This design comes from an exercise in tuning for small area on the open sky130 flow, not from production work. Only simulation tests tie the RTL to the original design; equivalence was not proved. Power and IR drop assume default switching activity.

==> design.v <==
module vid_sram_banked #(
    parameter int DEPTH      = 12,
    parameter int ADDR_SPACE = 4,
    parameter int Q          = 16,
    parameter int VID_BW     = 16,
    parameter int RD_LAT     = 3
) (
    input  logic                  clk,
    input  logic                  rst_n,
    input  logic                  wsb,
    input  logic [Q-1:0]          wmask,
    input  logic [ADDR_SPACE-1:0] waddr,
    input  logic [VID_BW*Q-1:0]   wdata,
    input  logic                  rsb,
    input  logic [ADDR_SPACE-1:0] raddr,
    output logic [VID_BW*Q-1:0]   rdata,
    output logic                  rvalid,
    output logic                  collision,
    output logic                  oob_err
);
    localparam int W = VID_BW * Q;
    logic             rd_en, wr_req, rd_in_range, wr_in_range;
    logic [DEPTH-1:0] rsel;     
    logic [DEPTH-1:0] wsel;     
    logic [W-1:0]     mem [DEPTH];
    logic [W-1:0]     rd_word;
    logic [W-1:0]      pipe_data [RD_LAT];
    logic [RD_LAT-1:0] pipe_vld;
    assign rd_en       = ~rsb;
    assign wr_req      = ~wsb;
    assign rd_in_range = (raddr < DEPTH);
    assign wr_in_range = (waddr < DEPTH);
    always_comb begin
        for (int w = 0; w < DEPTH; w++) begin
            rsel[w] = (raddr == w);
            wsel[w] = wr_req & (waddr == w);
        end
    end
    for (genvar w = 0; w < DEPTH; w++) begin : g_word
        for (genvar l = 0; l < Q; l++) begin : g_lane
            logic              we, we_n;
            logic [VID_BW-1:0] nxt;
            assign we   = wsel[w] & wmask[l];
            assign we_n = ~we;
            for (genvar b = 0; b < VID_BW; b++) begin : g_bit
                vsb_hold u_hold (.q(mem[w][l*VID_BW+b]), .d(wdata[l*VID_BW+b]), .en(we), .en_n(we_n),
                                 .y(nxt[b]));
            end
            always_ff @(posedge clk) begin
                mem[w][l*VID_BW +: VID_BW] <= nxt;
            end
        end
    end
    for (genvar b = 0; b < W; b++) begin : g_rbit
        logic [DEPTH-1:0] col;
        for (genvar w = 0; w < DEPTH; w++) begin : g_col
            assign col[w] = mem[w][b];
        end
        vsb_rdmux #(.N(DEPTH)) u_mux (.sel(rsel), .d(col), .y(rd_word[b]));
    end
    always_ff @(posedge clk) begin
        pipe_data[0] <= rd_word;
        for (int s = 1; s < RD_LAT; s++)
            pipe_data[s] <= pipe_data[s-1];
    end
    always_ff @(posedge clk or negedge rst_n) begin
        if (!rst_n) begin
            pipe_vld  <= '0;
            collision <= 1'b0;
            oob_err   <= 1'b0;
        end else begin
            pipe_vld  <= {pipe_vld[RD_LAT-2:0], rd_en};
            collision <= rd_en & wr_req & rd_in_range & (raddr == waddr);
            oob_err   <= (rd_en & ~rd_in_range) | (wr_req & ~wr_in_range);
        end
    end
    assign rdata  = pipe_data[RD_LAT-1];
    assign rvalid = pipe_vld[RD_LAT-1];
endmodule
module vsb_rdmux #(
    parameter int N = 12
) (
    input  logic [N-1:0] sel,
    input  logic [N-1:0] d,
    output logic         y
);
    logic [3:0] g;
    for (genvar i = 0; i < 4; i++) begin : g_grp
        vsb_aoi222 u_aoi (.a(sel[3*i +: 3]), .b(d[3*i +: 3]), .y(g[i]));
    end
    vsb_nand4 u_nand (.a(g), .y(y));
endmodule
module vsb_aoi222 (
    input  logic [2:0] a,
    input  logic [2:0] b,
    output logic       y
);
    assign y = ~|(a & b);
endmodule
module vsb_nand4 (
    input  logic [3:0] a,
    output logic       y
);
    assign y = ~&a;
endmodule
module vsb_hold (
    input  logic q,
    input  logic d,
    input  logic en,
    input  logic en_n,
    output logic y
);
    assign y = (q & en_n) | (d & en);
endmodule
==> run.sh <==
#!/bin/bash
# synth_recipe.tcl (not shown) runs the flow's synth.tcl, then flattens the netlist and writes it again
# the make line also repeats each setting of config.mk as NAME=value (left out here)
make -C /OpenROAD-flow-scripts/flow DESIGN_CONFIG=/design/flow/config.mk WORK_HOME=/design/flow/orfs CLKGATE_MAP_FILE= SYNTH_SCRIPT=/design/flow/synth_recipe.tcl finish
==> config.mk <==
export PLATFORM = sky130hd
export DESIGN_NAME = vid_sram_banked
export DESIGN_NICKNAME = vid_sram_banked
export VERILOG_FILES = /design/flow/design.v
export SDC_FILE = /design/flow/constraint.sdc
export NUM_CORES = 4
export LEC_CHECK = 0
export CAP_MARGIN = 20
export CORE_MARGIN = 2
export CORE_UTILIZATION = 50
export SLEW_MARGIN = 20
export SYNTH_HIERARCHICAL = 1
export SYNTH_MINIMUM_KEEP_SIZE = 0
==> constraint.sdc <==
create_clock -name core_clock -period 5.0 [get_ports {clk}]
set_input_delay 1.0000 -clock core_clock [delete_from_list [all_inputs] [get_ports {clk}]]
set_output_delay 1.0000 -clock core_clock [all_outputs]
set_load 0.01 [all_outputs]
==> flow_summary.json, run 1 <==
{
  "ff2ff_path_depth": 2,
  "design_area_um2": 142000,
  "postCtsSetupBuffers": 0,
  "worstSetupStartpointType": "input port",
  "cts_resized": 0,
  "critical_path_class": "in2reg",
  "via_count": 91800,
  "fin_hold_ws_ps": 253,
  "overflow": 0,
  "area_growth_pct": 20.0,
  "worstPathArrival_ps": 4070,
  "stdcell_count": 13200,
  "r2r_end": "pipe_data[0][220]",
  "postRouteAntennaNets": 0,
  "die_area_um2": 241000,
  "yosysSeqAreaShare_pct": 65.1,
  "finalCriticalPeriod_ps": 3220,
  "wl_per_cell_um": 30.4,
  "cp_cell_sequence": "clkdlybuf4s50_1 > nand2b_1 > nor4b_4 > buf_4 > nand2_1 > a22o_1",
  "drt_iter0_markers": 13100,
  "antenna_found_initial": 86,
  "yosysWarnings": 11,
  "num_rows": 178,
  "grt_use_total_pct": 31.5,
  "syn_nets": 8985,
  "tightestPinTransition_ps": 1190,
  "die_x_um": 490,
  "fillers": 18500,
  "finalSetupViolCount": 0,
  "final_common_cell": "dfxtp_1",
  "ys_ff_latch": 3845,
  "drt_pass1_iterations": 10,
  "crit_required_ps": 5850,
  "route.detailed.drc": 0,
  "ctsHoldBuffers": 0,
  "root_buffer": "clkbuf_16",
  "crit_family": "simple AND/OR/NAND/NOR gates",
  "slowest_delay_ps": 680,
  "synth_cell_type_count": 28,
  "routed_wl_um": 400000,
  "rsz0062_at_grt": "no",
  "core-area_um2": 235000,
  "cp-end-kind": "flip-flop",
  "grt_max_degree": 92,
  "reg2reg_slack_ps": 3590,
  "status": "timing/DRC/antenna clean",
  "dp_cells": 12500,
  "cap_violations": 0,
  "portBuffers": 542,
  "p_total_w": 0.0765,
  "relSlewSlack_pct": 20.8,
  "viasPerCell": 6.97,
  "timing.rr.start": "mem[0][220]",
  "synthCells": 8701,
  "ir_drop_v": 0.000378,
  "numCtsBuffers": 387,
  "netlist_area_um2": 118000,
  "drive_gt1_share_pct": 7.55,
  "finalCritPeriodShare_pct": 64.3,
  "powerDensity_nw_per_um2": 539,
  "clock_latency_ps": 980,
  "layout_common_cells": "dfxtp_1 (3840), a22o_1 (3072), a222oi_1 (1024)",
  "grt_pass1_wl_um": 590000,
  "worst_path_max_delay_cell": "clkdlybuf4s50_1",
  "hold_viol": 0,
  "cts.reportedPaths.clkPinSlew_ps": 60,
  "fmax_mhz": 311,
  "grt_pass1_vias": 90400,
  "cts_tree": "yes",
  "hold_class": "in2async",
  "place_area_um2": 129000,
  "crit_buf_inv": 2,
  "dp_hpwl_um": 235000,
  "clock_sinks": 3845,
  "final_util_pct": 60.3,
  "p_leak_nw": 54.5,
  "crit_path_max_fanout": 22,
  "multi_input_area_um2": 41200,
  "regArea_um2": 77000,
  "slew_viol_final": 0,
  "io_pins": 543,
  "fp.dieH_um": 490,
  "skew_ps": 31.4,
  "final_net_count": 9982,
  "initial_utilization_pct": 50.3,
  "clockBufferDepth": 4,
  "postSynthAreaPerCell_um2": 13.6,
  "htreeDepth": 5,
  "routabilityCongestion": 0.838
}
==> layout make-up <==
type | count | area share (%)
clock buffer | 552 | 7.88
antenna | 41 | 0.0723
multi-input combinational | 4781 | 29.0
sequential | 3845 | 54.3
inverter | 1 | 0.00264
tap | 3150 | 2.78
clock inverter | 121 | 0.980
timing repair buffer | 682 | 5.02
==> power breakdown <==
group,switching (W),total (W),internal [W]
clock,0.0118,0.0288,0.0170
sequential,0.00311,0.0398,0.0367
combinational,0.00278,0.00791,0.00513
total,0.0177,0.0765,0.0588
==> state kept, by name, summed over array words and instances, names as in the netlist <==
register / count
pipe_data: 768
collision: 1
mem: 3072
oob_err: 1
pipe_vld: 3
==> cells by family after synthesis <==
group / after synthesis / share of synthesized area [%]
AND/OR/NAND/NOR: 680 / 3.21
AO/OA/AOI/OAI: 4098 / 31.4
buffers and inverters: 75 / 0.258
XOR/XNOR: 3 / 0.0222
flip-flops: 3845 / 65.1
==> per-module statistics from Yosys (local to each module, per instance), a selection <==
module           copies in the design  flops+latches  area, um2
vsb_aoi222                       1024              0       10.0
vsb_hold                         3072              0       8.76
vid_sram_banked                     1           3845      79500
vsb_nand4                         256              0       6.26
==> per-layer routing <==
layer | track usage [%] | up-vias | part of all wire (%)
met5 | 0 | - | 0.095
met4 | 13.4 | 58 | 3.8
met3 | 8.34 | 859 | 10
met2 | 47.4 | 5105 | 44
met1 | 42.8 | 46300 | 42
li1 | - | 39500 | -
==> worst max path at each step <==
stage	startpoint	end	slack, ps	cells after the start
2_1_floorplan	raddr[2]	pipe_data[0][100]	-2560	4
3_3_place_gp	waddr[3]	mem[5][154]	950	6
6_report	waddr[3]	mem[5][122]	1780	6
3_5_place_dp	waddr[3]	mem[5][144]	900	6
5_1_grt	waddr[3]	mem[5][122]	1750	6
4_1_cts	pipe_data[2][118]	rdata[118]	1870	1
==> stage by stage <==
stage	setup TNS [ps]	setup slack, ps
after global placement	0	951
after CTS	0	1870
after global routing	0	1750
after detailed placement	0	899
after floorplan	-641740	-2560
final	0	1780
==> cells in the mapped netlist <==
cell / instances / share of area, %
inv_1: 1 / 0.0032
and3_1: 2 / 0.011
nor4_4: 1 / 0.018
nand2_1: 195 / 0.62
clkbuf_1: 53 / 0.17
buf_1: 2 / 0.0063
o22ai_1: 1 / 0.0053
a22o_1: 3072 / 23
nor4_1: 1 / 0.0053
o32ai_1: 1 / 0.0074
nand2b_4: 1 / 0.012
xnor2_1: 1 / 0.0074
dfxtp_1: 3840 / 65
clkbuf_2: 1 / 0.0042
a222oi_1: 1024 / 8.7
nor4_2: 2 / 0.021
nor3_2: 3 / 0.025
xor2_1: 2 / 0.015
nand2b_1: 6 / 0.032
nor3_1: 7 / 0.030
nand3b_1: 2 / 0.013
buf_2: 18 / 0.076
nand4_1: 256 / 1.4
and3b_1: 1 / 0.0074
and2_1: 192 / 1.0
dfrtp_1: 5 / 0.11
nor2_1: 10 / 0.032
nor4b_4: 1 / 0.020
==> run 2, diff against run 1 <==
--- a/config.mk
+++ b/config.mk
@@ -7,7 +7,10 @@
 export LEC_CHECK = 0
 export CAP_MARGIN = 20
 export CORE_MARGIN = 2
-export CORE_UTILIZATION = 50
+export CORE_UTILIZATION = 70
+export CTS_BUF_LIST = sky130_fd_sc_hd__clkbuf_8
+export CTS_CLUSTER_DIAMETER = 40
+export CTS_CLUSTER_SIZE = 12
 export SLEW_MARGIN = 20
 export SYNTH_HIERARCHICAL = 1
 export SYNTH_MINIMUM_KEEP_SIZE = 0
==> run 2 against run 1 <==
- still clean on timing, DRC and antenna
- setup slack got worse by 93 ps
- clock-buffer cell count down 90
- critical path type is now reg2out
- highest routed layer unchanged
- global-route usage is 8.9 points higher
==> flow_summary.json, run 2 <==
{
  "layout_common_cells": "dfxtp_1 (3840), a22o_1 (3072), a222oi_1 (1024)",
  "final_common_cell": "dfxtp_1",
  "worst_slack_ps": 1690,
  "portBuffers": 542,
  "synth_edf_count": 0,
  "cts_tree": "yes",
  "routed_wl_um": 368000,
  "overflow": 0,
  "ir_drop_v": 0.000347,
  "ff2ff_path_depth": 2,
  "synth_top_flop_cell": "dfxtp_1",
  "place_area_um2": 128000,
  "syn_nets": 8985,
  "grt_pass1_wl_um": 552000,
  "cts_resized": 0,
  "finalCritPeriodShare_pct": 66.2,
  "hold_class": "in2async",
  "fin_hold_ws_ps": 110,
  "startpoint": "pipe_data[2][163]",
  "postRouteAntennaNets": 0,
  "route.detailed.drc": 0,
  "worstPathArrival_ps": 2310,
  "clock_latency_ps": 1110,
  "htreeDepth": 5,
  "viasPerCell": 7.68,
  "synthTopCellsByCount": "dfxtp_1 (3840), a22o_1 (3072), a222oi_1 (1024)",
  "crit_buf_inv": 1,
  "synthTopCellsByArea": "dfxtp_1 (65%), a22o_1 (23%), a222oi_1 (8.7%)",
  "numCtsBuffers": 421,
  "met3WireLength_um": 46300,
  "finalSetupViolCount": 0,
  "tightestPinTransition_ps": 1250,
  "crit_path_max_fanout": 1,
  "p_leak_nw": 52.2,
  "synth_cell_type_count": 28,
  "cp_num_cells": 1,
  "postCtsSetupBuffers": 0,
  "grt_pass1_vias": 91700,
  "drive_gt1_share_pct": 7.24,
  "wl_per_cell_um": 30.2,
  "grt_use_total_pct": 40.5,
  "cap_violations": 0,
  "core-area_um2": 168000,
  "regMostFlops": "mem",
  "postSynthAreaPerCell_um2": 13.6,
  "fp.dieH_um": 415,
  "hold_viol": 0,
  "met1Wirelength_um": 136000,
  "cts.reportedPaths.clkPinSlew_ps": 80,
  "final_net_count": 9987,
  "drt_iter0_markers": 16200,
  "crit_family": "buffers and inverters",
  "design_area_um2": 136000,
  "dp_slack_ps": 826,
  "status": "timing/DRC/antenna clean",
  "synth_most_common_cell": "dfxtp_1",
  "slew_viol_final": 0,
  "yosysWarnings": 11,
  "largest_reg_flops": 3072,
  "worst_path_max_delay_cell": "clkdlybuf4s50_1",
  "relSlewSlack_pct": 16.6,
  "tns_ps": 0,
  "ctsHoldBuffers": 0,
  "area_growth_pct": 14.7,
  "top_layer": "met5",
  "critical_path_class": "reg2out",
  "synth_top_cell_by_area": "dfxtp_1",
  "drt_pass1_iterations": 12,
  "ys_ff_latch": 3845,
  "rsz0062_at_grt": "no",
  "timing.rr.start": "mem[3][106]",
  "yosysTopAreaCellShare_pct": 65.0,
  "yosysSeqAreaShare_pct": 65.1,
  "io_pins": 543,
  "initial_utilization_pct": 70.6,
  "dp_hpwl_um": 221000,
  "skew_ps": 32.6,
  "powerDensity_nw_per_um2": 502,
  "cp_cell_sequence": "clkdlybuf4s50_1",
  "crit_required_ps": 4000,
  "finalCriticalPeriod_ps": 3310,
  "wl_met2_um": 162000,
  "p_total_w": 0.0681,
  "via_count": 93400,
  "die_area_um2": 172000,
  "grt_max_degree": 135,
  "synthArstFlopShare_pct": 0.130,
  "cp-end-kind": "output port",
  "top_regs": "mem x3072, pipe_data x768, pipe_vld x3",
  "die_x_um": 415,
  "routabilityCongestion": 0.899,
  "clockBufferDepth": 4,
  "antenna_found_initial": 75,
  "root_buffer": "clkbuf_8",
  "clock_sinks": 3845,
  "fmax_mhz": 302,
  "worstSetupStartpointType": "flip-flop",
  "synthCells": 8701,
  "netlist_area_um2": 118000,
  "slowest_delay_ps": 620,
  "num_rows": 150
}
## run 2: changes by cell type in the layout (fill, tap and decap cells not counted), moves of 17 or more
cell / before / now
buf_4: 88 / 70
clkbuf_8: 75 / 462
clkbuf_16: 393 / 0
clkbuf_1: 84 / 0
inv_1: 1 / 40
clkinvlp_4: 9 / 26
clkinv_2: 77 / 42
diode_2: 41 / 61
## run 2: through the flow
stage | instances | util, %
after floorplan | 8701 | -
after global placement | 11500 | 76.2
after detailed placement | 11500 | 76.2
after CTS | 12100 | 80.9
after global routing | 12200 | 80.9
final | 12200 | 81.0
## run 2: layout make-up
cell class	instances	area (um2)
diodes	61	153
clock buffers	462	6360
clock inverters	158	1470
fillers	9851	31900
inverters	1	3.75
multi-input cells	4781	41200
flip-flops and latches	3845	77000
well taps	2204	2760
repair buffers	653	6770
## run 2: worst register-to-register path, cell delays in order, from the launching register on
cell and delay [ps]:
dfxtp_1 330, a222oi_1 570, nand4_1 330
## run 2: routing by layer
| layer | vias up | track usage (%) |
|---|---|---|
| li1 | 39400 | - |
| met4 | 38 | 25.4 |
| met2 | 6978 | 60.3 |
| met3 | 1267 | 10.6 |
| met5 | - | 0 |
| met1 | 45800 | 52.6 |
## run 2: where the power goes
part           internal, W  leakage [nW]  switching, W  total [W]
registers           0.0366          32.0       0.00319     0.0398
logic              0.00513          16.1       0.00286    0.00799
clock network      0.00961          4.13        0.0107     0.0203
## run 2: final timing paths
| path | slack, ps | to |
|---|---|---|
| max in group asynchronous | 4680 | pipe_vld[1] |
| min in group core_clock | 300 | pipe_data[1][141] |
| min reg2reg | 300 | pipe_data[1][141] |
| max reg2reg | 3550 | pipe_data[0][106] |
| min | 110 | pipe_vld[0] |
| max | 1690 | rdata[163] |
## run 2: logic make-up after synthesis
kind of cell	Yosys count	synth area share, %
AO/OA/AOI/OAI	4098	31.4
XOR/XNOR	3	0.0222
buffers and inverters	75	0.258
flip-flops	3845	65.1
AND/OR/NAND/NOR	680	3.21
## run 2: Yosys stat by module, one instance, submodules excluded, excerpt
module | flops+latches | area [um2]
vid_sram_banked | 3845 | 79500
vsb_aoi222 | 0 | 10.0
vsb_hold | 0 | 8.76
vsb_nand4 | 0 | 6.26
==> run 3, diff against run 2 <==
==> flow/run.sh (new file) <==
#!/bin/bash
# The standard layout (standard.sh, the standard flow's own ORFS run, with its standard synthesis), with
# two changes: the port buffers are the smallest buffer cell, and clock tree synthesis uses
# clkbuf_8 leaf clusters of up to 12 sinks and inserts no dummy loads.
set -euo pipefail
CTS_ARGS="-sink_clustering_enable -repair_clock_nets -dont_use_dummy_load -buf_list sky130_fd_sc_hd__clkbuf_8 -sink_clustering_size 12 -sink_clustering_max_diameter 40"
BUFFER_PORTS_ARGS="-buffer_cell sky130_fd_sc_hd__buf_1"
export CTS_ARGS BUFFER_PORTS_ARGS
bash standard.sh "CTS_ARGS=$CTS_ARGS" "BUFFER_PORTS_ARGS=$BUFFER_PORTS_ARGS" finish > standard_make.log 2>&1
==> standard.sh (new file) <==
#!/bin/bash
# synth_recipe.tcl (not shown) runs the flow's synth.tcl, then flattens the netlist and writes it again
# the make line also repeats each setting of config.mk as NAME=value (left out here)
make -C /OpenROAD-flow-scripts/flow DESIGN_CONFIG=/design/flow/config.mk WORK_HOME=/design/flow/orfs CLKGATE_MAP_FILE= SYNTH_SCRIPT=/design/flow/synth_recipe.tcl "${@:-finish}"
--- a/config.mk
+++ b/config.mk
@@ -8,9 +8,6 @@
 export CAP_MARGIN = 20
 export CORE_MARGIN = 2
 export CORE_UTILIZATION = 70
-export CTS_BUF_LIST = sky130_fd_sc_hd__clkbuf_8
-export CTS_CLUSTER_DIAMETER = 40
-export CTS_CLUSTER_SIZE = 12
 export SLEW_MARGIN = 20
 export SYNTH_HIERARCHICAL = 1
 export SYNTH_MINIMUM_KEEP_SIZE = 0
removed: run.sh
==> run 3 against run 2 <==
- cell count decreased by 1.6%
- hold slack improved by 180 ps
- area after synthesis did not move
- synthesized cell count did not move
- first-iteration DRC count increased by 0.76%
- sequential share of layout area increased by 2.4 points
- via count rose by 0.40%
- register-to-register slack better by 90 ps
- still clean on timing, DRC and antenna
- flip-flop and latch count stayed put
==> flow_summary.json, run 3 <==
{
  "antenna_found_initial": 105,
  "synth_top_family_by_area": "compound AO/OA/AOI/OAI gates",
  "slowest_delay_ps": 820,
  "netlist_area_um2": 118000,
  "wl_per_cell_um": 31.4,
  "synth_top_flop_cell": "dfxtp_1",
  "grt_max_degree": 133,
  "finalCriticalPeriod_ps": 2900,
  "p_total_w": 0.0645,
  "synth_compound_area_share_pct": 31.4,
  "routabilityCongestion": 0.854,
  "crit_required_ps": 5970,
  "hold_viol": 0,
  "fp.dieH_um": 415,
  "grt_pass1_vias": 92000,
  "overflow": 0,
  "numCtsBuffers": 427,
  "synth_most_common_cell": "dfxtp_1",
  "finalCritPeriodShare_pct": 58.0,
  "grt_use_total_pct": 41.3,
  "synthAdderAreaFrac_pct": 0,
  "largest_reg_flops": 3072,
  "yosysWarnings": 11,
  "viasPerCell": 7.84,
  "routed_wl_um": 376000,
  "powerDensity_nw_per_um2": 496,
  "drive_gt1_share_pct": 5.49,
  "ir_drop_v": 0.000332,
  "postCtsSetupBuffers": 0,
  "stdcell_count": 12000,
  "dp_hpwl_um": 214000,
  "io_pins": 543,
  "crit_buf_inv": 2,
  "synth_cell_type_count": 28,
  "synthArstFlopShare_pct": 0.130,
  "fillers": 10600,
  "worstSetupStartpointType": "input port",
  "rsz0062_at_grt": "no",
  "root_buffer": "clkbuf_8",
  "ys_ff_latch": 3845,
  "synth_edf_count": 0,
  "clockBufferDepth": 4,
  "core-area_um2": 168000,
  "htreeDepth": 5,
  "area_growth_pct": 10.0,
  "fmax_mhz": 345,
  "die_x_um": 415,
  "worst_path_max_delay_cell": "nand2_1",
  "top_regs": "mem x3072, pipe_data x768, pipe_vld x3",
  "slew_viol_final": 0,
  "postSynthAreaPerCell_um2": 13.6,
  "synthTopCellsByCount": "dfxtp_1 (3840), a22o_1 (3072), a222oi_1 (1024)",
  "synth-xor-area-share_pct": 0.0222,
  "postRouteAntennaNets": 0,
  "synthCells": 8701,
  "p_leak_nw": 49.6,
  "cp-end-kind": "flip-flop",
  "crit_path_max_fanout": 28,
  "critical_path_class": "in2reg",
  "drt_iter0_markers": 16300,
  "final_net_count": 9962,
  "clock_latency_ps": 1110,
  "synth.mux.area_fraction_pct": 0,
  "num_rows": 150,
  "portBuffers": 542,
  "hold_class": "in2async",
  "clock_sinks": 3845,
  "r2r_end": "pipe_data[0][104]",
  "crit_family": "simple AND/OR/NAND/NOR gates",
  "route.detailed.drc": 0,
  "yosysSeqAreaShare_pct": 65.1,
  "relSlewSlack_pct": 23.8,
  "skew_ps": 45.2,
  "synth_top_cell_by_area": "dfxtp_1",
  "timing.rr.start": "mem[3][104]",
  "worstPathArrival_ps": 3880,
  "status": "timing/DRC/antenna clean",
  "cp_cell_sequence": "buf_1 > nand3b_1 > nor3_4 > buf_4 > nand2_1 > a22o_1",
  "cts.reportedPaths.clkPinSlew_ps": 70,
  "regMostFlops": "mem",
  "via_count": 93800,
  "cap_violations": 0,
  "reg2reg_slack_ps": 3640,
  "finalSetupViolCount": 0,
  "initial_utilization_pct": 70.6,
  "layout_common_cells": "dfxtp_1 (3840), a22o_1 (3072), a222oi_1 (1024)",
  "grt_pass1_wl_um": 557000,
  "yosysTopAreaCellShare_pct": 65.0,
  "final_common_cell": "dfxtp_1",
  "tightestPinTransition_ps": 1130,
  "cts_tree": "yes",
  "die_area_um2": 172000,
  "drt_pass1_iterations": 13,
  "synthTopCellsByArea": "dfxtp_1 (65%), a22o_1 (23%), a222oi_1 (8.7%)",
  "syn_nets": 8985,
  "dp_cells": 11500,
  "ff2ff_path_depth": 2,
  "synthSimpleGateAreaFrac_pct": 3.21
}
## run 3: kinds of logic after synthesis
family                 Yosys count
AO/OA/AOI/OAI                 4098
XOR/XNOR                         3
buffers and inverters           75
flip-flops                    3845
AND/OR/NAND/NOR                680
## run 3: worst max path at each step
stage                       from  cells after the start           endpoint
2_1_floorplan           raddr[2]                      4  pipe_data[0][100]
3_3_place_gp            raddr[0]                      6  pipe_data[0][141]
3_5_place_dp            waddr[0]                      6        mem[3][102]
4_1_cts        pipe_data[2][165]                      1         rdata[165]
5_1_grt                 waddr[0]                      6        mem[3][142]
6_report                waddr[0]                      6        mem[9][120]
## run 3: metrics by stage
step	cell area, um2	hold slack, ps	TNS, ps	util [%]	setup WS (ps)
6_report	130000	287	0	77.7	2100
5_1_grt	130000	233	0	77.6	2030
4_1_cts	130000	194	0	77.5	2090
3_5_place_dp	124000	312	0	74.0	1110
3_3_place_gp	124000	309	0	74.0	1130
2_1_floorplan	118000	310	-641740	-	-2560
## run 3: routing by layer
metal / vias to the layer above / share of wire, % / GRT usage [%]
met3: 1524 / 13 / 12.3
met4: 50 / 6.6 / 26.5
li1: 39100 / - / -
met5: - / 0.080 / 0
met1: 45900 / 37 / 52.4
met2: 7221 / 44 / 61.8
## run 3: report_power, final
group,total [W],internal (W),leakage (nW),switching [W]
Clock,0.0174,0.00756,3.07,0.00988
Combinational,0.00729,0.00452,14.5,0.00277
Sequential,0.0398,0.0366,32.0,0.00317
## run 3: timing repair
action	CTS	global route
endpoints found under the hold margin	5	0
resized for setup	0	0
hold buffers	1	0
## run 3: cell type report
class | count | area, um2 | area share (%)
clock buffers | 427 | 5880 | 4.51
repair buffers | 622 | 3150 | 2.42
diodes | 87 | 218 | 0.167
well taps | 2204 | 2760 | 2.12
inverters | 1 | 3.75 | 0.00288
multi-input cells | 4781 | 41200 | 31.6
flip-flops and latches | 3845 | 77000 | 59.1
## run 3: Yosys stat by module (local to each module, per instance), excerpt
module           flip-flops and latches  cell area [um2]  times used  cells
vsb_aoi222                            0             10.0        1024      1
vsb_hold                              0             8.76        3072      1
vsb_nand4                             0             6.26         256      1
vid_sram_banked                    3845            79500           1   4349
==> run 4, diff against run 3 <==
--- a/design.v
+++ b/design.v
@@ -40,8 +40,8 @@
         for (genvar l = 0; l < Q; l++) begin : g_lane
             logic              we, we_n;
             logic [VID_BW-1:0] nxt;
-            assign we   = wsel[w] & wmask[l];
-            assign we_n = ~we;
+            assign we_n = ~(wsel[w] & wmask[l]);
+            vsb_inv u_we (.a(we_n), .y(we));
             for (genvar b = 0; b < VID_BW; b++) begin : g_bit
                 vsb_hold u_hold (.q(mem[w][l*VID_BW+b]), .d(wdata[l*VID_BW+b]), .en(we), .en_n(we_n),
                                  .y(nxt[b]));
@@ -112,3 +112,9 @@
 );
     assign y = (q & en_n) | (d & en);
 endmodule
+module vsb_inv (
+    input  logic a,
+    output logic y
+);
+    assign y = ~a;
+endmodule
--- a/config.mk
+++ b/config.mk
@@ -7,7 +7,7 @@
 export LEC_CHECK = 0
 export CAP_MARGIN = 20
 export CORE_MARGIN = 2
-export CORE_UTILIZATION = 70
+export CORE_UTILIZATION = 80
 export SLEW_MARGIN = 20
 export SYNTH_HIERARCHICAL = 1
 export SYNTH_MINIMUM_KEEP_SIZE = 0
==> run 4 against run 3 <==
- global-route usage is 8.0 points higher
- still clean
- cell count fell by 1.2%
- critical path type unchanged
- hold slack worse by 110 ps
- maximum frequency fell by 11%
- die area is 13% lower
- clock-buffer cell count shrank 32
- highest routed layer unchanged
- via count up 4.9%
- routed wire length is 4.9% higher
- area after synthesis decreased by 0.47%
==> flow_summary.json, run 4 <==
{
  "postRouteAntennaNets": 0,
  "slew_viol_final": 0,
  "numCtsBuffers": 395,
  "yosysSeqAreaShare_pct": 65.4,
  "grt_use_total_pct": 49.4,
  "dp_cells": 11300,
  "critical_path_class": "in2reg",
  "die_area_um2": 150000,
  "p_leak_nw": 51.4,
  "num_rows": 140,
  "regMostFlops": "mem",
  "synth_most_common_cell": "dfxtp_1",
  "netlist_area_um2": 118000,
  "synth.mux.area_fraction_pct": 0,
  "design_area_um2": 130000,
  "tightestPinTransition_ps": 986,
  "finalCritPeriodShare_pct": 65.4,
  "drt_pass1_iterations": 13,
  "cts_resized": 0,
  "layout_common_cells": "dfxtp_1 (3840), a22o_1 (3072), a222oi_1 (1024)",
  "powerDensity_nw_per_um2": 496,
  "reg2reg_slack_ps": 3600,
  "worstSetupStartpointType": "input port",
  "yosysWarnings": 11,
  "synth_compound_area_share_pct": 31.6,
  "synth_top_cell_by_area": "dfxtp_1",
  "timing.rr.start": "mem[0][191]",
  "overflow": 0,
  "ir_drop_v": 0.000354,
  "switching_power_w": 0.0163,
  "cap_violations": 0,
  "cts_tree": "yes",
  "wl_per_cell_um": 33.4,
  "ctsHoldBuffers": 1,
  "clock_sinks": 3845,
  "clockPowerShare_pct": 26.1,
  "ys_ff_latch": 3845,
  "relSlewSlack_pct": 34.2,
  "core-area_um2": 146000,
  "grt_pass1_vias": 98000,
  "synthCells": 8657,
  "startpoint": "waddr[2]",
  "final_net_count": 10100,
  "antenna_found_initial": 110,
  "syn_nets": 8941,
  "synth-xor-area-share_pct": 0.0149,
  "pwr-share-seq_pct": 62.2,
  "cp-end-kind": "flip-flop",
  "synth_edf_count": 0,
  "switching_share_pct": 25.3,
  "htreeDepth": 5,
  "synthAdderAreaFrac_pct": 0,
  "crit_path_max_fanout": 17,
  "skew_ps": 50.5,
  "hold_class": "in2reg",
  "status": "timing/DRC/antenna clean",
  "crit_required_ps": 5980,
  "drive_gt1_share_pct": 6.78,
  "initial_utilization_pct": 80.7,
  "worstHoldStart": "rsb",
  "multi_input_area_um2": 40000,
  "grt_max_degree": 126,
  "rsz0062_at_grt": "no",
  "synthArstFlopShare_pct": 0.130,
  "route.detailed.drc": 0,
  "grt_pass1_wl_um": 583000,
  "synth_cell_type_count": 29,
  "clock_latency_ps": 1060,
  "cts.reportedPaths.clkPinSlew_ps": 70,
  "fillers": 6327,
  "synthSimpleGateAreaFrac_pct": 2.26,
  "synthTopCellsByCount": "dfxtp_1 (3840), a22o_1 (3072), a222oi_1 (1024)",
  "stdcell_count": 11800,
  "final_common_cell": "dfxtp_1",
  "final_util_pct": 89.2,
  "postSynthAreaPerCell_um2": 13.6,
  "yosysTopAreaCellShare_pct": 65.3,
  "fp.dieH_um": 388,
  "via_count": 98400,
  "root_buffer": "clkbuf_8",
  "p_int_w": 0.0482,
  "clockBufferDepth": 4,
  "finalCriticalPeriod_ps": 3270,
  "drt_iter0_markers": 20100,
  "synth_top_flop_cell": "dfxtp_1",
  "place_area_um2": 124000,
  "io_pins": 543,
  "die_x_um": 388,
  "synth_top_family_by_area": "compound AO/OA/AOI/OAI gates",
  "synthTopCellsByArea": "dfxtp_1 (65%), a22o_1 (23%), a222oi_1 (8.7%)",
  "finalSetupViolCount": 0,
  "portBuffers": 542,
  "routed_wl_um": 394000,
  "fmax_mhz": 306,
  "hold_viol": 0,
  "top_regs": "mem x3072, pipe_data x768, pipe_vld x3",
  "regArea_um2": 77000,
  "worstPathArrival_ps": 4250,
  "viasPerCell": 8.33,
  "routabilityCongestion": 0.895,
  "dp_hpwl_um": 221000,
  "area_growth_pct": 10.6,
  "combPwrFrac_pct": 11.7,
  "postCtsSetupBuffers": 0,
  "largest_reg_flops": 3072
}
==> run 4: changes by cell type after synthesis, sizes merged, moves of 2 or more <==
cell | previous run | this run
buf | 20 | 12
clkbuf | 54 | 17
nor2 | 10 | 15
inv | 1 | 194
nor3 | 10 | 8
or3b | 0 | 2
nor4 | 4 | 1
and2 | 192 | 0
==> run 4: logic make-up (layout without fill, tap and decap cells) <==
group	count (synthesis)	count (layout)
AO/OA/AOI/OAI	4099	4099
XOR/XNOR	2	2
buffers and inverters	223	1372
other	0	96
AND/OR/NAND/NOR	488	488
flip-flops	3845	3845
==> run 4: cell type report <==
class	count	area share, %
flip-flops and latches	3845	59.1
multi-input cells	4589	30.7
clock buffers	395	4.18
repair buffers	783	3.38
well taps	1917	1.84
inverters	194	0.559
diodes	96	0.185
==> run 4: metal layers <==
metal | track usage [%] | routed length, um | vias up
met4 | 33.3 | 29200 | 64
met3 | 17.6 | 64400 | 2302
met1 | 61.0 | 131000 | 47000
li1 | - | - | 39200
met5 | 0 | 388 | -
met2 | 72.8 | 169000 | 9905
==> run 4: final timing paths <==
check                                    end  depth (start not counted)
hold reg to reg             pipe_data[1][97]                          0
setup reg to reg           pipe_data[0][191]                          2
hold / removal                   pipe_vld[0]                          2
min in group asynchronous          collision                          2
max in group asynchronous        pipe_vld[0]                          2
setup / recovery                 mem[4][119]                          7
==> run 4: Yosys stat by module, one instance, submodules excluded, excerpt <==
module	flops+latches	cells
vsb_hold	0	1
vid_sram_banked	3845	4113
vsb_inv	0	1
vsb_aoi222	0	1
vsb_nand4	0	1
==> run 4: power by group through the flow <==
stage	Combinational (W)	Clock [W]	Sequential [W]
after CTS	0.00734	0.0166	0.0399
final	0.00754	0.0168	0.0402
after floorplan	0.00525	0	0.0394
after global routing	0.00792	0.0178	0.0405
after global placement	0.00677	0	0.0399
after detailed placement	0.00721	0	0.0404
==> run 4: stage by stage <==
step	power [W]	setup TNS (ps)	hold WS [ps]	setup WS [ps]
6_report	0.0645	0	174	1730
4_1_cts	0.0638	0	113	2030
3_3_place_gp	0.0467	0	309	1100
3_5_place_dp	0.0476	0	312	1010
5_1_grt	0.0662	0	167	1750
2_1_floorplan	0.0447	-620310	310	-2470
==> run 4: worst max-delay path, stage by stage <==
cell and delay (ps):
buf_1 250, or3b_4 520, nor3_4 140, buf_4 600
nand2_1 690, inv_1 770, a22o_1 240
==> run 5, diff against run 4 <==
==> flow/run.sh (replaced) <==
#!/bin/bash
# The standard layout (standard.sh, the standard flow's own ORFS run, with its standard synthesis), with
# two changes: the port buffers are the smallest buffer cell, and clock tree synthesis uses
# clkbuf_8 leaf clusters of up to 16 sinks and inserts no dummy loads.
set -euo pipefail
CTS_ARGS="-sink_clustering_enable -repair_clock_nets -dont_use_dummy_load -buf_list sky130_fd_sc_hd__clkbuf_8 -sink_clustering_size 16 -sink_clustering_max_diameter 50"
BUFFER_PORTS_ARGS="-buffer_cell sky130_fd_sc_hd__buf_1"
export CTS_ARGS BUFFER_PORTS_ARGS
bash standard.sh "CTS_ARGS=$CTS_ARGS" "BUFFER_PORTS_ARGS=$BUFFER_PORTS_ARGS" finish > standard_make.log 2>&1
--- a/config.mk
+++ b/config.mk
@@ -7,7 +7,7 @@
 export LEC_CHECK = 0
 export CAP_MARGIN = 20
 export CORE_MARGIN = 2
-export CORE_UTILIZATION = 80
+export CORE_UTILIZATION = 70
 export SLEW_MARGIN = 20
 export SYNTH_HIERARCHICAL = 1
 export SYNTH_MINIMUM_KEEP_SIZE = 0
==> run 5 against run 4 <==
- still clean on timing, DRC and antenna
- critical path depth stayed put
- register-to-register slack better by 20 ps
- clock power is 13% lower
- flip-flop and latch count stayed put
- clock skew is 12 ps lower
- critical endpoint is now mem[4][186]
- highest routed layer unchanged
==> flow_summary.json, run 5 <==
{
  "rsz0062_at_grt": "no",
  "synth_top_cell_by_area": "dfxtp_1",
  "dp_hpwl_um": 222000,
  "via_count": 93400,
  "tightestPinTransition_ps": 1180,
  "synthCells": 8657,
  "synthArstFlopShare_pct": 0.130,
  "pwr-share-seq_pct": 64.5,
  "die_x_um": 414,
  "cp_cell_sequence": "buf_1 > or3b_4 > nor3_4 > buf_4 > nand2_1 > inv_1 > a22o_1",
  "switching_share_pct": 24.7,
  "routed_wl_um": 378000,
  "clockBufferDepth": 4,
  "grt_max_degree": 121,
  "clockPowerShare_pct": 23.7,
  "critical_path_class": "in2reg",
  "cp-end-kind": "flip-flop",
  "route.detailed.drc": 0,
  "htreeDepth": 5,
  "worstPathArrival_ps": 4170,
  "top_regs": "mem x3072, pipe_data x768, pipe_vld x3",
  "hold_viol": 0,
  "stdcell_count": 12100,
  "slew_viol_final": 0,
  "synth_most_common_cell": "dfxtp_1",
  "multi_input_area_um2": 40000,
  "p_leak_nw": 50.9,
  "final_common_cell": "dfxtp_1",
  "clock_sinks": 3845,
  "largest_reg_flops": 3072,
  "layout_common_cells": "dfxtp_1 (3840), a22o_1 (3072), a222oi_1 (1024)",
  "grt_use_total_pct": 41.8,
  "netlist_area_um2": 118000,
  "io_pins": 543,
  "worst_slack_ps": 1850,
  "dp_slack_ps": 930,
  "drt_iter0_markers": 16500,
  "final_net_count": 10000,
  "num_rows": 150,
  "numCtsBuffers": 294,
  "relSlewSlack_pct": 20.8,
  "clock_latency_ps": 1090,
  "synth_cell_type_count": 29,
  "viasPerCell": 7.75,
  "hold_class": "in2reg",
  "crit_path_max_fanout": 19,
  "slowest_delay_ps": 690,
  "worst_path_max_delay_cell": "inv_1",
  "fmax_mhz": 317,
  "wl_per_cell_um": 31.3,
  "cts.reportedPaths.clkPinSlew_ps": 90,
  "finalCriticalPeriod_ps": 3150,
  "crit_required_ps": 6010,
  "powerDensity_nw_per_um2": 477,
  "fp.dieH_um": 414,
  "design_area_um2": 129000,
  "finalSetupViolCount": 0,
  "dp_cells": 11700,
  "regMostFlops": "mem",
  "regArea_um2": 77000,
  "synthTopCellsByCount": "dfxtp_1 (3840), a22o_1 (3072), a222oi_1 (1024)",
  "antenna_found_initial": 99,
  "routabilityCongestion": 0.872,
  "fin_hold_ws_ps": 97.8,
  "worstSetupStartpointType": "input port",
  "skew_ps": 38.6,
  "cts_resized": 0,
  "drive_gt1_share_pct": 6.27,
  "cts_tree": "yes",
  "status": "timing/DRC/antenna clean",
  "switching_power_w": 0.0152,
  "drt_pass1_iterations": 12,
  "yosysWarnings": 11,
  "postRouteAntennaNets": 0,
  "synth_edf_count": 0,
  "postSynthAreaPerCell_um2": 13.6,
  "yosysTopAreaCellShare_pct": 65.3,
  "overflow": 0,
  "core-area_um2": 167000,
  "grt_pass1_wl_um": 559000,
  "cap_violations": 0,
  "syn_nets": 8941,
  "area_growth_pct": 9.95,
  "portBuffers": 542,
  "fillers": 10700,
  "yosysSeqAreaShare_pct": 65.4,
  "grt_pass1_vias": 91400,
  "place_area_um2": 125000,
  "synth_top_flop_cell": "dfxtp_1",
  "ys_ff_latch": 3845,
  "combPwrFrac_pct": 11.8,
  "die_area_um2": 172000,
  "finalCritPeriodShare_pct": 63.1,
  "ir_drop_v": 0.000384,
  "p_int_w": 0.0465,
  "synthTopCellsByArea": "dfxtp_1 (65%), a22o_1 (23%), a222oi_1 (8.7%)",
  "initial_utilization_pct": 70.5,
  "root_buffer": "clkbuf_8"
}
==> run 5: worst paths after layout <==
kind	start	to	slack [ps]	cells after the start
setup / recovery	waddr[2]	mem[4][186]	1850	7
hold / removal	rsb	pipe_vld[0]	100	2
setup reg to reg	mem[3][218]	pipe_data[0][218]	3620	2
hold reg to reg	pipe_data[1][192]	pipe_data[2][192]	310	0
max in group asynchronous	rst_n	pipe_vld[1]	4460	2
min in group asynchronous	rst_n	oob_err	310	2
==> run 5: kinds of logic (layout without fill, tap and decap cells) <==
family / count (synthesis) / in the layout / synth area share (%)
xor+xnor: 2 / 2 / 0.0149
simple gates: 488 / 488 / 2.26
compound gates: 4099 / 4099 / 31.6
flops: 3845 / 3845 / 65.4
buf+inv: 223 / 1319 / 0.760
other cells: 0 / 97 / 0
==> run 5: worst max-delay path, delay by kind of cell <==
kind            cells  cell delay [ps]
buf+inv             3             1610
simple gates        3             1280
compound gates      1              250
==> run 5: per-layer routing <==
metal | part of all wire (%) | wire [um] | track usage (%)
met3 | 13 | 48300 | 10.9
met2 | 44 | 166000 | 62.7
met1 | 36 | 137000 | 53.1
met4 | 6.7 | 25400 | 28.5
met5 | 0.078 | 295 | 0
==> run 5: repair_timing <==
item,4_1_cts,5_1_grt
buffers inserted,0,0
hold buffers,1,0
endpoints found under the hold margin,5,0
==> run 5: final cells by class <==
| type | instances | share of cell area, % |
|---|---|---|
| inverter | 194 | 0.562 |
| sequential | 3845 | 59.5 |
| multi-input combinational | 4589 | 30.9 |
| timing repair buffer | 831 | 3.65 |
| antenna | 97 | 0.187 |
| tap | 2204 | 2.13 |
| clock buffer | 294 | 3.13 |
==> run 5: power groups by stage <==
stage	Clock [W]	Sequential, W	Combinational, W
after CTS	0.0146	0.0396	0.00719
after detailed placement	0	0.0403	0.00717
after global routing	0.0157	0.0403	0.00777
final	0.0146	0.0398	0.00729
after global placement	0	0.0399	0.00684
after floorplan	0	0.0394	0.00525
==> run 5: Yosys stat by module (local to each module, per instance), a selection <==
module | flip-flops and latches | cell area [um2] | cells
vid_sram_banked | 3845 | 78300 | 4113
vsb_aoi222 | 0 | 10.0 | 1
vsb_hold | 0 | 8.76 | 1
vsb_nand4 | 0 | 6.26 | 1
vsb_inv | 0 | 3.75 | 1
==> run 5: metrics by stage <==
| stage | total power [W] | setup TNS, ps | utilization [%] |
|---|---|---|---|
| 6_report | 0.0617 | 0 | 77.5 |
| 5_1_grt | 0.0638 | 0 | 77.5 |
| 2_1_floorplan | 0.0447 | -620310 | - |
| 3_5_place_dp | 0.0475 | 0 | 74.9 |
| 4_1_cts | 0.0615 | 0 | 77.4 |
| 3_3_place_gp | 0.0468 | 0 | 74.9 |
==> run 6, diff against run 5 <==
--- a/config.mk
+++ b/config.mk
@@ -8,6 +8,7 @@
 export CAP_MARGIN = 20
 export CORE_MARGIN = 2
 export CORE_UTILIZATION = 70
+export GPL_TIMING_DRIVEN = 0
 export SLEW_MARGIN = 20
 export SYNTH_HIERARCHICAL = 1
 export SYNTH_MINIMUM_KEEP_SIZE = 0
==> run 6 against run 5 <==
- clock skew grew 24 ps
- hold slack better by 24 ps
- final area increased by 1.1%
- sequential power about the same
- first-iteration DRC count grew 5.9%
- clock-buffer cell count up 1
- largest cell class unchanged
- still clean
- global-route usage increased by 1.5 points
- die area is the same
- sequential share of layout area shrank 0.65 points
==> flow_summary.json, run 6 <==
{
  "drt_iter0_markers": 17400,
  "drt_pass1_iterations": 13,
  "fmax_mhz": 239,
  "hold_end": "pipe_vld[0]",
  "route.detailed.drc": 0,
  "synthCells": 8657,
  "finalCriticalPeriod_ps": 4180,
  "die_x_um": 414,
  "fillers": 10400,
  "largest_reg_flops": 3072,
  "htreeDepth": 5,
  "worstPathArrival_ps": 5180,
  "skew_ps": 63.0,
  "synth_edf_count": 0,
  "wl_per_cell_um": 32.6,
  "r2r_end": "pipe_data[0][250]",
  "synth_top_cell_by_area": "dfxtp_1",
  "synth_most_common_cell": "dfxtp_1",
  "p_leak_nw": 51.4,
  "clockBufferDepth": 4,
  "initial_utilization_pct": 70.5,
  "timing.rr.start": "mem[0][250]",
  "multi_input_area_um2": 40000,
  "fp.dieH_um": 414,
  "slew_viol_final": 0,
  "portBuffers": 541,
  "grt_max_degree": 25,
  "layout_common_cells": "dfxtp_1 (3840), a22o_1 (3072), a222oi_1 (1024)",
  "cap_violations": 0,
  "viasPerCell": 7.84,
  "area_growth_pct": 11.2,
  "synthTopCellsByCount": "dfxtp_1 (3840), a22o_1 (3072), a222oi_1 (1024)",
  "cts_tree": "yes",
  "via_count": 94200,
  "cts.reportedPaths.clkPinSlew_ps": 90,
  "ir_drop_v": 0.000378,
  "antenna_found_initial": 106,
  "reg2reg_slack_ps": 3760,
  "critical_path_class": "in2reg",
  "synthArstFlopShare_pct": 0.130,
  "worstHoldStart": "rsb",
  "regMostFlops": "mem",
  "relSlewSlack_pct": 29.8,
  "synth_cell_type_count": 29,
  "hold_class": "in2reg",
  "final_util_pct": 78.4,
  "dp_cells": 11600,
  "stdcell_count": 12000,
  "yosysTopAreaCellShare_pct": 65.3,
  "design_area_um2": 131000,
  "place_area_um2": 127000,
  "synth_top_flop_cell": "dfxtp_1",
  "die_area_um2": 172000,
  "worstSetupStartpointType": "input port",
  "final_common_cell": "dfxtp_1",
  "powerDensity_nw_per_um2": 473,
  "worst_slack_ps": 820,
  "final_net_count": 9998,
  "root_buffer": "clkbuf_8",
  "postCtsSetupBuffers": 0,
  "ff2ff_path_depth": 2,
  "yosysWarnings": 11,
  "netlist_area_um2": 118000,
  "tightestPinTransition_ps": 1050,
  "holdPathStages": 2,
  "clock_sinks": 3845,
  "hold_viol": 0,
  "crit_required_ps": 6000,
  "dp_slack_ps": 187,
  "yosysSeqAreaShare_pct": 65.4,
  "grt_pass1_vias": 93700,
  "dp_hpwl_um": 234000,
  "routabilityCongestion": 0.820,
  "overflow": 0,
  "top_regs": "mem x3072, pipe_data x768, pipe_vld x3",
  "finalCritPeriodShare_pct": 83.6,
  "synthTopCellsByArea": "dfxtp_1 (65%), a22o_1 (23%), a222oi_1 (8.7%)",
  "syn_nets": 8941,
  "num_rows": 150,
  "core-area_um2": 167000,
  "postSynthAreaPerCell_um2": 13.6,
  "grt_use_total_pct": 43.3,
  "crit_path_max_fanout": 17,
  "finalSetupViolCount": 0,
  "postRouteAntennaNets": 0,
  "status": "timing/DRC/antenna clean",
  "p_total_w": 0.0619,
  "grt_pass1_wl_um": 576000,
  "clock_latency_ps": 1070,
  "numCtsBuffers": 295,
  "regArea_um2": 77000,
  "drive_gt1_share_pct": 5.72,
  "io_pins": 543,
  "ys_ff_latch": 3845,
  "rsz0062_at_grt": "no",
  "routed_wl_um": 392000,
  "cp-end-kind": "flip-flop"
}
run 6: layout make-up:
cell class | count | share of cell area (%)
Multi-Input combinational cell | 4589 | 30.5
Timing Repair Buffer | 760 | 4.53
Antenna cell | 101 | 0.193
Sequential cell | 3845 | 58.8
Buffer | 29 | 0.143
Tap cell | 2204 | 2.11
Clock buffer | 295 | 3.10
Inverter | 194 | 0.556
run 6: timing repair:
item,CTS,global route
hold buffers,1,0
resized for setup,0,0
hold endpoints to repair,5,0
run 6: stage by stage:
step,setup TNS [ps],hold slack [ps]
floorplan,-620310,310
global placement,-2937470,309
detailed placement,0,312
CTS,0,30.9
global route,0,78.4
finish,0,122
run 6: routing by layer:
layer | global-route usage [%] | wire (um) | up-vias
met5 | 0 | 200 | -
met4 | 31.8 | 29800 | 32
met3 | 12.5 | 52800 | 1776
met2 | 64.4 | 171000 | 7638
met1 | 53.9 | 138000 | 45700
li1 | - | - | 39000
run 6: Yosys stat by module (local to each module, per instance), excerpt:
module           flip-flops and latches  cells inside  area [um2]
vid_sram_banked                    3845          4113       78300
vsb_aoi222                            0             1        10.0
vsb_hold                              0             1        8.76
vsb_nand4                             0             1        6.26
vsb_inv                               0             1        3.75
run 6: kinds of logic (layout without fill, tap and decap cells):
group	after synthesis	in the layout	share of synthesized area, %
compound gates	4099	4099	31.6
flops	3845	3845	65.4
simple gates	488	488	2.26
buf+inv	223	1278	0.760
xor+xnor	2	2	0.0149
other cells	0	101	0
run 6: worst max-delay path by stage:
stage / cells past startpoint / slack (ps) / to / start
6_report: 7 / 820 / mem[1][26] / waddr[0]
5_1_grt: 7 / 1030 / mem[1][56] / waddr[0]
4_1_cts: 7 / 1350 / mem[1][26] / waddr[0]
3_5_place_dp: 7 / 190 / mem[1][31] / waddr[0]
3_3_place_gp: 4 / -12080 / pipe_data[0][168] / raddr[2]
2_1_floorplan: 4 / -2470 / pipe_data[0][100] / raddr[3]
run 6: where the power goes:
group          leakage [nW]  internal (W)  switching (W)  total (W)
Sequential             32.0        0.0366        0.00320     0.0398
Combinational          17.3       0.00464        0.00279    0.00743
Clock                  2.12       0.00532        0.00933     0.0147
Total                  51.4        0.0466         0.0153     0.0619
run 6: critical path: stages:
cell	delay (ps)
buf_1	560
nand2b_4	170
nor2_4	530
buf_2	860
nand2_1	850
inv_1	930
a22o_1	230
==> run 7, diff against run 6 <==
--- a/design.v
+++ b/design.v
@@ -40,8 +40,8 @@
         for (genvar l = 0; l < Q; l++) begin : g_lane
             logic              we, we_n;
             logic [VID_BW-1:0] nxt;
-            assign we_n = ~(wsel[w] & wmask[l]);
-            vsb_inv u_we (.a(we_n), .y(we));
+            assign we   = wsel[w] & wmask[l];
+            assign we_n = ~we;
             for (genvar b = 0; b < VID_BW; b++) begin : g_bit
                 vsb_hold u_hold (.q(mem[w][l*VID_BW+b]), .d(wdata[l*VID_BW+b]), .en(we), .en_n(we_n),
                                  .y(nxt[b]));
@@ -112,9 +112,3 @@
 );
     assign y = (q & en_n) | (d & en);
 endmodule
-module vsb_inv (
-    input  logic a,
-    output logic y
-);
-    assign y = ~a;
-endmodule
--- a/config.mk
+++ b/config.mk
@@ -8,7 +8,6 @@
 export CAP_MARGIN = 20
 export CORE_MARGIN = 2
 export CORE_UTILIZATION = 70
-export GPL_TIMING_DRIVEN = 0
 export SLEW_MARGIN = 20
 export SYNTH_HIERARCHICAL = 1
 export SYNTH_MINIMUM_KEEP_SIZE = 0
==> run 7 against run 6 <==
- non-clock buffer count fell by 167
- via count fell by 1.3%
- first-iteration DRC count fell by 1.8%
- maximum frequency rose by 45%
- global-route usage fell by 2.3 points
- final area fell by 1.9%
- sequential power barely moved
- core utilization fell by 1.8 points
- power fell by 0.35%
- clock-buffer cell count fell by 1
==> flow_summary.json, run 7 <==
{
  "fp.dieH_um": 415,
  "core-area_um2": 168000,
  "area_growth_pct": 8.48,
  "hold_viol": 0,
  "initial_utilization_pct": 70.6,
  "syn_nets": 8985,
  "final_net_count": 9829,
  "clock_sinks": 3845,
  "overflow": 0,
  "yosysWarnings": 11,
  "worst_slack_ps": 2110,
  "synthCells": 8701,
  "relSlewSlack_pct": 20.8,
  "synth_edf_count": 0,
  "finalCritPeriodShare_pct": 57.7,
  "die_area_um2": 172000,
  "num_rows": 150,
  "synthTopCellsByArea": "dfxtp_1 (65%), a22o_1 (23%), a222oi_1 (8.7%)",
  "clock_latency_ps": 1100,
  "grt_pass1_vias": 90500,
  "p_total_w": 0.0617,
  "top_regs": "mem x3072, pipe_data x768, pipe_vld x3",
  "ir_drop_v": 0.000352,
  "layout_common_cells": "dfxtp_1 (3840), a22o_1 (3072), a222oi_1 (1024)",
  "drt_iter0_markers": 17100,
  "wl_per_cell_um": 31.6,
  "grt_use_total_pct": 41.0,
  "cap_violations": 0,
  "routed_wl_um": 374000,
  "netlist_area_um2": 118000,
  "ys_ff_latch": 3845,
  "slew_viol_final": 0,
  "p_leak_nw": 48.6,
  "postCtsSetupBuffers": 0,
  "final_common_cell": "dfxtp_1",
  "yosysTopAreaCellShare_pct": 65.0,
  "finalCriticalPeriod_ps": 2890,
  "dp_slack_ps": 1110,
  "postSynthAreaPerCell_um2": 13.6,
  "portBuffers": 542,
  "grt_pass1_wl_um": 552000,
  "drt_pass1_iterations": 13,
  "fmax_mhz": 347,
  "dp_hpwl_um": 214000,
  "htreeDepth": 5,
  "cts_tree": "yes",
  "grt_max_degree": 133,
  "worstPathArrival_ps": 3860,
  "status": "timing/DRC/antenna clean",
  "via_count": 92900,
  "finalSetupViolCount": 0,
  "synth_most_common_cell": "dfxtp_1",
  "synth_cell_type_count": 28,
  "r2r_end": "pipe_data[0][196]",
  "routabilityCongestion": 0.854,
  "cp-end-kind": "flip-flop",
  "startpoint": "waddr[0]",
  "skew_ps": 45.2,
  "route.detailed.drc": 0,
  "root_buffer": "clkbuf_8",
  "reg2reg_slack_ps": 3650,
  "antenna_found_initial": 100,
  "viasPerCell": 7.86,
  "ff2ff_path_depth": 2,
  "postRouteAntennaNets": 0,
  "regMostFlops": "mem",
  "clockBufferDepth": 4,
  "synthArstFlopShare_pct": 0.130,
  "numCtsBuffers": 294,
  "synth_top_flop_cell": "dfxtp_1",
  "drive_gt1_share_pct": 4.17,
  "tightestPinTransition_ps": 1180,
  "crit_path_max_fanout": 20,
  "hold_class": "in2async",
  "synthTopCellsByCount": "dfxtp_1 (3840), a22o_1 (3072), a222oi_1 (1024)",
  "io_pins": 543,
  "yosysSeqAreaShare_pct": 65.1,
  "die_x_um": 415,
  "powerDensity_nw_per_um2": 481,
  "timing.rr.start": "mem[6][196]",
  "rsz0062_at_grt": "no",
  "synth_top_cell_by_area": "dfxtp_1",
  "crit_required_ps": 5970,
  "critical_path_class": "in2reg",
  "worstSetupStartpointType": "input port",
  "largest_reg_flops": 3072,
  "cts.reportedPaths.clkPinSlew_ps": 90
}
==> run 7: cell count changes after synthesis, sizes merged, moves of 2 or more <==
cell / change
inv: -193
nor2: -5
nor4: +3
nor3: +2
buf: +8
or3b: -2
clkbuf: +37
and2: +192
==> run 7: stage by stage <==
| stage | cell area (um2) | std cells | TNS, ps | hold slack [ps] | util (%) |
|---|---|---|---|---|---|
| 6_report | 128000 | 11800 | 0 | 288 | 76.6 |
| 3_3_place_gp | 124000 | 11500 | 0 | 309 | 74.0 |
| 3_5_place_dp | 124000 | 11500 | 0 | 312 | 74.0 |
| 5_1_grt | 128000 | 11800 | 0 | 270 | 76.5 |
| 4_1_cts | 128000 | 11700 | 0 | 228 | 76.5 |
| 2_1_floorplan | 118000 | 8701 | -641740 | 310 | - |
==> run 7: worst max path at each step <==
| stage | endpoint | depth (start not counted) |
|---|---|---|
| floorplan | pipe_data[0][100] | 4 |
| global placement | pipe_data[0][141] | 6 |
| detailed placement | mem[3][102] | 6 |
| CTS | rdata[165] | 1 |
| global route | mem[3][136] | 6 |
| finish | mem[7][143] | 6 |
==> run 7: kinds of logic after synthesis <==
group | count (synthesis) | synth area share (%)
AOI/OAI and AO/OA | 4098 | 31.4
DFF | 3845 | 65.1
and+or+nand+nor | 680 | 3.21
buffers and inverters | 75 | 0.258
xor gates and xnor gates | 3 | 0.0222
==> run 7: where the power goes <==
part	internal, W	total (W)	leakage (nW)	switching (W)
Sequential	0.0366	0.0398	32.0	0.00316
Clock	0.00531	0.0146	2.11	0.00932
Combinational	0.00452	0.00729	14.5	0.00276
==> run 7: final cells by class <==
class | instances | area (um2)
diodes | 82 | 205
flip-flops and latches | 3845 | 77000
inverters | 1 | 3.75
fillers | 10900 | 39300
repair buffers | 622 | 3150
multi-input cells | 4781 | 41200
well taps | 2204 | 2760
clock buffers | 294 | 4050
==> run 7: Yosys stat by module, one instance, submodules excluded, a selection <==
module / area, um2 / flip-flops and latches / cells inside
vid_sram_banked: 79500 / 3845 / 4349
vsb_aoi222: 10.0 / 0 / 1
vsb_nand4: 6.26 / 0 / 1
vsb_hold: 8.76 / 0 / 1
==> run 7: timing repair <==
action	4_1_cts	5_1_grt
hold endpoints to repair	5	0
gates resized for setup	0	0
hold buffers	1	0
==> run 7: metal layers <==
metal / wire (um) / part of all wire (%) / GRT usage, % / up-vias
li1: - / - / - / 38800
met1: 137000 / 37 / 52.9 / 45500
met2: 164000 / 44 / 61.2 / 7121
met3: 48400 / 13 / 11.1 / 1450
met4: 24100 / 6.4 / 26.2 / 48
met5: 308 / 0.082 / 0 / -
==> run 7: worst max-delay path: stages <==
cell,delay [ps]
buf_1,460
nand2b_1,380
nor2_4,710
buf_12,310
nand2_1,550
a22o_1,410
==> run 8, diff against run 7 <==
--- a/config.mk
+++ b/config.mk
@@ -7,7 +7,7 @@
 export LEC_CHECK = 0
 export CAP_MARGIN = 20
 export CORE_MARGIN = 2
-export CORE_UTILIZATION = 70
+export CORE_UTILIZATION = 60
 export SLEW_MARGIN = 20
 export SYNTH_HIERARCHICAL = 1
 export SYNTH_MINIMUM_KEEP_SIZE = 0
==> run 8 against run 7 <==
- die area increased by 17%
- clock power is 4% higher
- global-route usage shrank 4.4 points
- highest routed layer unchanged
==> flow_summary.json, run 8 <==
{
  "status": "timing/DRC/antenna clean",
  "critical_path_class": "in2reg",
  "pwr-share-seq_pct": 63.9,
  "route.detailed.drc": 0,
  "clock_sinks": 3845,
  "p_int_w": 0.0469,
  "clock_latency_ps": 1090,
  "largest_reg_flops": 3072,
  "synth.mux.area_fraction_pct": 0,
  "fp.dieH_um": 448,
  "finalCritPeriodShare_pct": 62.9,
  "relSlewSlack_pct": 19.2,
  "core-area_um2": 195000,
  "routabilityCongestion": 0.848,
  "crit_path_max_fanout": 17,
  "routed_wl_um": 387000,
  "p_total_w": 0.0622,
  "worstSetupStartpointType": "input port",
  "worstPathArrival_ps": 4120,
  "slowest_delay_ps": 910,
  "synth-xor-area-share_pct": 0.0222,
  "synth_edf_count": 0,
  "synth_compound_area_share_pct": 31.4,
  "regMostFlops": "mem",
  "cp-end-kind": "flip-flop",
  "synth_cell_type_count": 28,
  "stdcell_count": 12300,
  "powerDensity_nw_per_um2": 480,
  "worst_slack_ps": 1860,
  "synth_most_common_cell": "dfxtp_1",
  "num_rows": 162,
  "grt_pass1_wl_um": 565000,
  "die_x_um": 448,
  "root_buffer": "clkbuf_8",
  "cts_resized": 0,
  "cts.reportedPaths.clkPinSlew_ps": 90,
  "die_area_um2": 201000,
  "initial_utilization_pct": 60.5,
  "postRouteAntennaNets": 0,
  "final_common_cell": "dfxtp_1",
  "drt_pass1_iterations": 13,
  "fmax_mhz": 318,
  "top_regs": "mem x3072, pipe_data x768, pipe_vld x3",
  "drive_gt1_share_pct": 4.71,
  "ir_drop_v": 0.000370,
  "final_net_count": 9883,
  "dp_cells": 11900,
  "grt_max_degree": 104,
  "grt_pass1_vias": 89000,
  "skew_ps": 54.5,
  "hold_viol": 0,
  "yosysWarnings": 11,
  "switching_power_w": 0.0153,
  "tightestPinTransition_ps": 1210,
  "htreeDepth": 5,
  "via_count": 91500,
  "numCtsBuffers": 318,
  "layout_common_cells": "dfxtp_1 (3840), a22o_1 (3072), a222oi_1 (1024)",
  "clockPowerShare_pct": 24.5,
  "clockBufferDepth": 4,
  "cp_cell_sequence": "buf_1 > nand2b_1 > nor2_4 > buf_12 > and2_1 > a22o_1",
  "hold_class": "reg2reg",
  "synthTopCellsByArea": "dfxtp_1 (65%), a22o_1 (23%), a222oi_1 (8.7%)",
  "grt_use_total_pct": 36.6,
  "io_pins": 543,
  "final_util_pct": 66.3,
  "overflow": 0,
  "place_area_um2": 125000,
  "viasPerCell": 7.44,
  "dp_slack_ps": 897,
  "p_leak_nw": 49.0,
  "rsz0062_at_grt": "no",
  "ys_ff_latch": 3845,
  "fillers": 14900,
  "synthSimpleGateAreaFrac_pct": 3.21,
  "synthAdderAreaFrac_pct": 0,
  "finalSetupViolCount": 0,
  "synthTopCellsByCount": "dfxtp_1 (3840), a22o_1 (3072), a222oi_1 (1024)",
  "wl_per_cell_um": 31.4,
  "netlist_area_um2": 118000,
  "design_area_um2": 130000,
  "slew_viol_final": 0,
  "synthCells": 8701,
  "switching_share_pct": 24.7,
  "synthArstFlopShare_pct": 0.130,
  "synth_top_cell_by_area": "dfxtp_1",
  "syn_nets": 8985,
  "postCtsSetupBuffers": 0,
  "antenna_found_initial": 105,
  "yosysSeqAreaShare_pct": 65.1,
  "cts_tree": "yes",
  "finalCriticalPeriod_ps": 3140,
  "synth_top_family_by_area": "compound AO/OA/AOI/OAI gates",
  "cap_violations": 0,
  "dp_hpwl_um": 225000,
  "portBuffers": 542,
  "worst_path_max_delay_cell": "nor2_4",
  "area_growth_pct": 9.51,
  "drt_iter0_markers": 14100,
  "ctsHoldBuffers": 1,
  "crit_required_ps": 5980,
  "postSynthAreaPerCell_um2": 13.6,
  "combPwrFrac_pct": 11.7,
  "yosysTopAreaCellShare_pct": 65.0,
  "synth_top_flop_cell": "dfxtp_1"
}
run 8: cell counts after synthesis:
No cell type changed its count.
run 8: final timing paths:
path                                      to  cells after the start         startpoint  slack [ps]
min in group asynchronous        pipe_vld[2]                      2              rst_n         300
min                        pipe_data[2][186]                      0  pipe_data[1][186]         270
max reg2reg                 pipe_data[0][34]                      2         mem[0][34]        3490
max in group asynchronous        pipe_vld[1]                      2              rst_n        4470
min reg2reg                pipe_data[2][186]                      0  pipe_data[1][186]         270
max                                mem[7][1]                      6           waddr[0]        1860
run 8: per-module statistics from Yosys, one instance, submodules excluded, a selection:
module           times used  cells  flip-flops and latches  area (um2)
vid_sram_banked           1   4349                    3845       79500
vsb_aoi222             1024      1                       0        10.0
vsb_hold               3072      1                       0        8.76
vsb_nand4               256      1                       0        6.26
run 8: per-stage QoR:
stage / setup TNS [ps] / hold slack (ps)
finish: 0 / 274
global route: 0 / 272
CTS: 0 / 216
detailed placement: 0 / 312
global placement: 0 / 309
floorplan: -641740 / 310
run 8: cells by family after synthesis:
logic type / count (synthesis)
AOI/OAI and AO/OA: 4098
xor gates and xnor gates: 3
buffers and inverters: 75
DFF: 3845
and+or+nand+nor: 680
run 8: power groups by stage:
| stage | logic, W | registers [W] | clock network [W] |
|---|---|---|---|
| global route | 0.00777 | 0.0403 | 0.0165 |
| CTS | 0.00718 | 0.0396 | 0.0154 |
| global placement | 0.00689 | 0.0400 | 0 |
| detailed placement | 0.00717 | 0.0402 | 0 |
| finish | 0.00725 | 0.0397 | 0.0152 |
| floorplan | 0.00527 | 0.0394 | 0 |
run 8: critical path: cells and delay by family:
kind | cells | cell delay, ps
buf+inv | 2 | 760
simple gates | 3 | 2090
compound gates | 1 | 230
run 8: metal layers:
layer	part of all wire [%]	GRT usage [%]	vias to the layer above
li1	-	-	38900
met1	39	48.5	45600
met2	44	54.7	5804
met3	11	7.65	1153
met4	6.0	23.5	54
met5	0.094	0	-
run 8: final cells by class:
| type | instances | area, um2 | area share (%) |
|---|---|---|---|
| antenna | 82 | 205 | 0.158 |
| clock buffer | 318 | 4380 | 3.38 |
| inverter | 1 | 3.75 | 0.00290 |
| multi-input combinational | 4781 | 41200 | 31.8 |
| sequential | 3845 | 77000 | 59.4 |
| tap | 2624 | 3280 | 2.53 |
| timing repair buffer | 652 | 3510 | 2.71 |

port drivers added, routing unchanged:
The results above use ideal ports. As a check the final layouts listed here were re-extracted and re-timed, cells and wires unchanged.
Step 1 sets driving cells, clkbuf_16 on the clock port and buf_2 on the other inputs (assumed; they add their load-dependent delay and slew).
Step 2 moves the port delays by t, midway between the first and last clock arrival at a register: inputs arrive t later, outputs are due t later. That takes back most of the time a late clock gives input paths.
Three values: ideal, step 1, step 2; two values: the first two.
| run | t (ns) | slack for setup (ns) | worst setup path at the end | latest minus earliest clock arrival (ns) | worst data-port slew with drivers (ns) |
|---|---|---|---|---|---|
| run 1 | 1.057 | 1.783 / 1.809 / 0.793 | input to register | 0.042 / 0.042 | 0.21 |
| run 2 | 1.188 | 1.690 / 1.598 / 0.639 | input to register | 0.042 / 0.042 | 0.21 |
| run 3 | 1.182 | 2.099 / 2.034 / 0.908 | input to register | 0.065 / 0.064 | 0.22 |
| run 4 | 1.116 | 1.732 / 1.789 / 0.673 | input to register | 0.070 / 0.070 | 0.23 |
| run 5 | 1.164 | 1.846 / 1.868 / 0.747 | input to register | 0.053 / 0.053 | 0.30 |
| run 6 | 1.137 | 0.820 / 0.876 / -0.261 | input to register | 0.068 / 0.068 | 0.25 |
| run 7 | 1.164 | 2.114 / 2.059 / 0.933 | input to register | 0.058 / 0.057 | 0.22 |
| run 8 | 1.159 | 1.857 / 1.850 / 0.690 | input to register | 0.072 / 0.073 | 0.24 |
Met with ideal ports but missed after step 2: setup timing in run 6. For run 3, which loses most, drivers alone change the setup slack by -0.065 ns; drivers and shift together by -1.191 ns.
